Context: an optimization exercise on an open-source flow, tuned for small area, a short achievable clock period and few clock cycles. The choices shown serve that exercise and are no tape-out recipe. Function was checked by simulation only, so behaviour that the tests miss may differ from the original. No activity file was given, so power comes from the tool's default toggle rates.

==> flow/design.v <==
package dram_responder_pkg;
    localparam logic [7:0] HOST_CMD_LOAD = 8'h01;
    localparam logic [7:0] HOST_CMD_DUMP = 8'h02;
    typedef enum logic [2:0] {
        S_CMD,
        S_ADDR,
        S_LEN,
        S_LOAD,
        S_DUMP_RD,
        S_DUMP_TX
    } host_state_e;
    function automatic logic [8:0] len_to_cnt(input logic [7:0] len);
        len_to_cnt = (len == 8'd0) ? 9'd256 : {1'b0, len};
    endfunction
endpackage
module dram_responder_sp_sram #(
    parameter int W_DATA = 8,
    parameter int W_ADDR = 8
) (
    input  logic              clk,
    input  logic              rst,
    input  logic              we_i,
    input  logic [W_ADDR-1:0] addr_i,
    input  logic [W_DATA-1:0] wdata_i,
    output logic [W_DATA-1:0] rdata_o
);
    logic [W_DATA-1:0] mem_q [2**W_ADDR];
    logic [W_DATA-1:0] rdata_q;
    always_ff @(posedge clk) begin
        if (we_i) begin
            mem_q[addr_i] <= wdata_i;
        end
    end
    always_ff @(posedge clk or posedge rst) begin
        if (rst) begin
            rdata_q <= '0;
        end else begin
            rdata_q <= mem_q[addr_i];
        end
    end
    assign rdata_o = rdata_q;
endmodule
module dram_responder #(
    parameter int W_DATA = 8,
    parameter int W_ADDR = 8
) (
    input  logic              clk,
    input  logic              rst,
    input  logic [W_ADDR-1:0] dram_addr,
    input  logic [W_DATA-1:0] dram_din,
    input  logic              dram_write,
    output logic [W_DATA-1:0] dram_dout,
    input  logic              cpu_idle,
    output logic              host_busy,
    input  logic [7:0]        host_in_data,
    input  logic              host_in_valid,
    output logic              host_in_ready,
    output logic [7:0]        host_out_data,
    output logic              host_out_valid,
    input  logic              host_out_ready,
    output logic              cmd_err
);
    dram_responder_pkg::host_state_e       state_q, state_d;
    logic [W_ADDR-1:0] hptr_q, hptr_d;
    logic [8:0]        cnt_q, cnt_d;
    logic              dump_q, dump_d;
    logic              stall_q, err_q, err_d;
    logic              in_fire, out_fire, stall, bad_op, cmd_ok;
    logic              in_ready, out_valid, busy;
    logic              mem_we;
    logic [W_ADDR-1:0] mem_addr;
    logic [W_DATA-1:0] mem_wdata, mem_rdata;
    assign in_fire  = host_in_valid && in_ready;
    assign out_fire = out_valid && host_out_ready;
    assign cmd_ok   = (host_in_data == dram_responder_pkg::HOST_CMD_LOAD) || (host_in_data == dram_responder_pkg::HOST_CMD_DUMP);
    assign stall    = (state_q == dram_responder_pkg::S_CMD) && host_in_valid && !cpu_idle;
    assign bad_op   = (state_q == dram_responder_pkg::S_CMD) && in_fire && !cmd_ok;
    assign err_d    = bad_op || (stall && !stall_q) || (busy && dram_write);
    always_ff @(posedge clk or posedge rst) begin
        if (rst) begin
            state_q <= dram_responder_pkg::S_CMD;
            hptr_q  <= '0;
            cnt_q   <= '0;
            dump_q  <= 1'b0;
            stall_q <= 1'b0;
            err_q   <= 1'b0;
        end else begin
            state_q <= state_d;
            hptr_q  <= hptr_d;
            cnt_q   <= cnt_d;
            dump_q  <= dump_d;
            stall_q <= stall;
            err_q   <= err_d;
        end
    end
    always_comb begin
        state_d = state_q;
        case (state_q)
            dram_responder_pkg::S_CMD:     if (in_fire && cmd_ok) state_d = dram_responder_pkg::S_ADDR;
            dram_responder_pkg::S_ADDR:    if (in_fire) state_d = dram_responder_pkg::S_LEN;
            dram_responder_pkg::S_LEN:     if (in_fire) state_d = dump_q ? dram_responder_pkg::S_DUMP_RD : dram_responder_pkg::S_LOAD;
            dram_responder_pkg::S_LOAD:    if (in_fire && cnt_q == 9'd1) state_d = dram_responder_pkg::S_CMD;
            dram_responder_pkg::S_DUMP_RD: state_d = dram_responder_pkg::S_DUMP_TX;
            dram_responder_pkg::S_DUMP_TX: if (out_fire) state_d = (cnt_q == 9'd1) ? dram_responder_pkg::S_CMD : dram_responder_pkg::S_DUMP_RD;
            default:   state_d = dram_responder_pkg::S_CMD;
        endcase
    end
    always_comb begin
        hptr_d = hptr_q;
        cnt_d  = cnt_q;
        dump_d = dump_q;
        case (state_q)
            dram_responder_pkg::S_CMD:  if (in_fire) dump_d = (host_in_data == dram_responder_pkg::HOST_CMD_DUMP);
            dram_responder_pkg::S_ADDR: if (in_fire) hptr_d = W_ADDR'(host_in_data);
            dram_responder_pkg::S_LEN:  if (in_fire) cnt_d = dram_responder_pkg::len_to_cnt(host_in_data);
            dram_responder_pkg::S_LOAD: begin
                if (in_fire) begin
                    hptr_d = hptr_q + 1'b1;
                    cnt_d  = cnt_q - 9'd1;
                end
            end
            dram_responder_pkg::S_DUMP_TX: begin
                if (out_fire) begin
                    hptr_d = hptr_q + 1'b1;
                    cnt_d  = cnt_q - 9'd1;
                end
            end
            default: ;
        endcase
    end
    always_comb begin
        in_ready  = 1'b0;
        out_valid = 1'b0;
        busy      = (state_q != dram_responder_pkg::S_CMD);
        case (state_q)
            dram_responder_pkg::S_CMD:                 in_ready = cpu_idle;
            dram_responder_pkg::S_ADDR, dram_responder_pkg::S_LEN, dram_responder_pkg::S_LOAD: in_ready = 1'b1;
            dram_responder_pkg::S_DUMP_TX:             out_valid = 1'b1;
            default: ;
        endcase
        mem_addr  = busy ? hptr_q : dram_addr;
        mem_we    = busy ? ((state_q == dram_responder_pkg::S_LOAD) && host_in_valid) : dram_write;
        mem_wdata = busy ? W_DATA'(host_in_data) : dram_din;
    end
    dram_responder_sp_sram #(
        .W_DATA(W_DATA),
        .W_ADDR(W_ADDR)
    ) u_ram (
        .clk    (clk),
        .rst    (rst),
        .we_i   (mem_we),
        .addr_i (mem_addr),
        .wdata_i(mem_wdata),
        .rdata_o(mem_rdata)
    );
    assign dram_dout      = mem_rdata;
    assign host_out_data  = 8'(mem_rdata);
    assign host_out_valid = out_valid;
    assign host_in_ready  = in_ready;
    assign host_busy      = busy;
    assign cmd_err        = err_q;
endmodule
==> flow/run.sh <==
#!/bin/bash
# synth_recipe.tcl (not shown) runs the flow's synth.tcl, then flattens the netlist and writes it again
# the make line also repeats each setting of config.mk as NAME=value (left out here)
make -C /OpenROAD-flow-scripts/flow DESIGN_CONFIG=/design/flow/config.mk WORK_HOME=/design/flow/orfs CLKGATE_MAP_FILE= SYNTH_SCRIPT=/design/flow/synth_recipe.tcl finish
==> flow/config.mk <==
export PLATFORM = sky130hd
export DESIGN_NAME = dram_responder
export DESIGN_NICKNAME = dram_responder
export VERILOG_FILES = /design/flow/design.v
export SDC_FILE = /design/flow/constraint.sdc
export NUM_CORES = 4
export LEC_CHECK = 0
export CAP_MARGIN = 20
export CORE_MARGIN = 2
export CORE_UTILIZATION = 45
export PLACE_DENSITY = 0.6
export SLEW_MARGIN = 20
==> flow/constraint.sdc <==
create_clock -name core_clock -period 5.5 [get_ports {clk}]
set_input_delay 1.1000 -clock core_clock [delete_from_list [all_inputs] [get_ports {clk}]]
set_output_delay 1.1000 -clock core_clock [all_outputs]
set_load 0.01 [all_outputs]
==> impl_metrics.toml <==
[run_status]
status = "finished clean"

[clocking]
numCtsBuffers = 208
cts.sinks = 2079
cts_hold_buf = 0
clkLatencyLatePin_ps = 850
cts_tree = "built"
cts_setup_buffers = 0
cts_resized = 0
cts_buffer_depth = 3
clk_pin_slew_ps = 60
htreeDepth = 4
cts-root-buf = "clkbuf_16"

[pwr]
clockPowerShare = 0.251
total_power_w = 0.0556
p_leak_nw = 31.6
seqPwrFrac = 0.358
p_sw_frac = 0.394
power.internal_w = 0.0337
p_per_area_mw_per_mm2 = 585
switchingPower_w = 0.0219
comb_power_share = 0.391
max-vdd-ir-drop_mv = 0.452

[place]
gp_congestion = 0.924
portBuffers = 49
hpwl_um = 142000

[synth]
yosysSeqAreaShare = 0.752
ys.flop_type = "edfxtp_1"
avgSynthCellArea_um2 = 13.5
syn_nets = 6153
syn_area_mm2 = 0.0828
synth_cell_types = 68
synth-edff-count = 2048
synth_warnings = 2
synthArstFlopShare = 0.0149
ys_ff_latch = 2079
netlist_instances = 6120

[drt]
drt_wl_total_um = 234000
drcViolationCount = 0
met2_wirelength_um = 110000
first_pass_iters = 6
via_count = 52800
highest_layer = "met5"
wl_met1_um = 96300
detail-route-antenna-nets = 0
drt_iter0_markers = 6432
vias_per_cell = 5.88
wl_per_cell_um = 26.1
dr_wl_met3_um = 17900

[global_route]
grt_pass1_wl_um = 343000
first_global_vias = 50500
track_usage = 0.248
grt-ovfl-total = 0
grt_max_degree = 107
antenna_found_initial = 4

[timing]
fin_crit_sh = 0.878
relSlewSlack = 0.200
tightestPinTransition_ps = 1200
final_max_slew_viol_count = 0
final.min_clock_period_ps = 4830
fin_skew_ps = 50.5
setup_tns_ps = 0
max_freq_mhz = 207
rsz0062_at_grt = "no"
hold_viol = 0
setup_viol = 0

[cells_and_area]
drive_gt1_frac = 0.115
area.growth.synth_to_final_pct = 14.8
nNetsFinal = 6380

[critical_path]
worstPathRequired_ps = 6200
end_kind = "flip-flop"
crit_arrival_ps = 5530
critical_path_class = "flip-flop to flip-flop"
start_kind = "flip-flop"
critical_path.max_fanout = 49

[die]
ios = 50
initial_core_util = 0.453
die-area_mm2 = 0.187
core_area_mm2 = 0.183
num_rows = 157
die_w_um = 433
die_height_um = 433

[job]
cap_violations = 0

[worst_hold_path]
hold_class = "flip-flop to flip-flop"
-- flip-flops by register name, indices dropped and copies added, names as in the netlist --
name	count
u_ram.mem_q	2048
cnt_q	9
hptr_q	8
u_ram.rdata_q	8
state_q	3
dump_q	1
err_q	1
stall_q	1
-- final timing paths --
| path | from | end | slack (ps) | cells after the start |
|---|---|---|---|---|
| worst max register to register | state_q[1] | u_ram.rdata_q[6] | 670 | 12 |
| worst min register to register | cnt_q[8] | cnt_q[8] | 530 | 2 |
| worst max-delay path | state_q[1] | u_ram.rdata_q[6] | 670 | 12 |
| max in group asynchronous | rst | u_ram.rdata_q[6] | 4420 | 3 |
| worst min-delay path | cnt_q[8] | cnt_q[8] | 530 | 2 |
| min in group asynchronous | rst | cnt_q[6] | 680 | 3 |
-- final cells by class --
cell class,count,area [um2]
fill,15200,87800
sequential,2079,62300
multi-input combinational,3583,18600
clock buffer,254,5430
timing repair buffer,457,4340
tap,2464,3080
clock inverter,126,1240
inverter,18,67.6
antenna,1,2.50
-- cell usage after synthesis, types with 58 or more instances --
cell type,n,area (um2)
a32oi_1,108,946
nand4_1,62,388
a221oi_1,58,508
nand3_1,421,2110
clkbuf_1,174,653
buf_1,69,259
nand2_1,1431,5370
a22oi_1,133,998
nor2_1,307,1150
mux2i_1,90,901
a21oi_1,481,2410
buf_2,156,781
edfxtp_1,2048,61500
o21ai_0,78,390
a31oi_1,87,544
-- through the flow --
step	cell area (um2)	std cells	hold slack (ps)	utilization	setup WS, ps
after floorplan	82800	6120	470	-	300
after global placement	88400	8601	494	0.483	69.7
after detailed placement	88400	8601	516	0.483	138
after CTS	95100	8981	529	0.520	792
after global routing	95100	8981	580	0.520	493
final	95100	8982	525	0.520	668
-- layout by cell type (no fill, tap or decap), types with 8 or more instances in the layout --
master	Yosys	final
clkbuf_1	174	42
nand2_4	0	9
buf_4	32	345
a32o_1	15	15
a211oi_1	33	33
mux2i_1	90	86
a21oi_1	481	481
or3_1	10	10
inv_1	17	17
a31oi_1	87	87
and3_1	52	52
edfxtp_1	2048	2048
o211ai_1	8	8
o21ai_0	78	78
nand2_1	1431	1420
o2111ai_1	23	23
clkinv_1	1	53
a311oi_1	23	23
a221oi_1	58	58
a41oi_1	17	17
buf_12	0	63
clkdlybuf4s50_1	0	49
or4_1	14	14
dfrtp_1	31	31
a32oi_1	108	108
nand3_1	421	421
nor2_1	307	301
clkbuf_16	0	209
nor3_1	14	12
nand4_1	62	62
nor4_1	12	12
bufinv_16	0	19
clkinv_2	0	32
a22oi_1	133	133
-- power groups by stage --
stage                     combinational (W)  clock [W]  sequential [W]
after floorplan                      0.0123          0          0.0208
after global placement               0.0213          0          0.0202
after detailed placement             0.0216          0          0.0202
after CTS                            0.0216     0.0141          0.0199
after global routing                 0.0232     0.0147          0.0199
final                                0.0217     0.0140          0.0199
-- worst max-delay path, cell delays in order, from the launching register on --
cell	delay, ps
dfrtp_1	730
or4b_2	840
buf_12	210
nand2_8	200
buf_12	250
buf_12	320
a22oi_1	150
a22oi_1	320
a21oi_1	180
buf_4	160
nor3_1	830
nand4_1	170
buf_4	200
-- per-layer routing --
layer  vias up  global-route usage
met3       440              0.0423
met4         2              0.0986
met2      2255               0.390
met5         -                   0
li1      23500                   -
met1     26700               0.343
-- logic make-up after synthesis --
family                     count (synthesis)  synth area share
DFF                                     2079             0.752
AOI/OAI and AO/OA                       1119            0.0884
xor gates and xnor gates                   1          0.000106
muxes                                    103            0.0136
buffers and inverters                    458            0.0254
and+or+nand+nor                         2357             0.120
adders and majority gates                  3          0.000453
Testbench counts, summed over its fixed seeds: cycles 32,791.

## re-timing with driven ports
How much do the figures lean on ideal ports? The routed layout below was timed once more, with nothing changed but the port constraints. Step 1: set_driving_cell puts a clkbuf_16 on clk and a buf_2 on each other input, an assumption about the parent block. Step 2 also shifts input and output timing later by t, the mid clock arrival at the registers, as if the neighbouring blocks saw the same clock. a / b / c = no drivers / after step 1 / after step 2; a / b = the first two.
t, ns: 0.918
slack for setup (ns): 0.668 / 0.668 / -0.044
worst setup path after step 2: input to register
worst register clock-pin slew, ns: 0.07 / 0.07
pins driven straight from the clock port: 1
With both steps, setup timing fails in this run, where it was met with ideal ports. For this run, drivers alone change the setup slack by 0.000 ns; drivers and shift together by -0.712 ns.
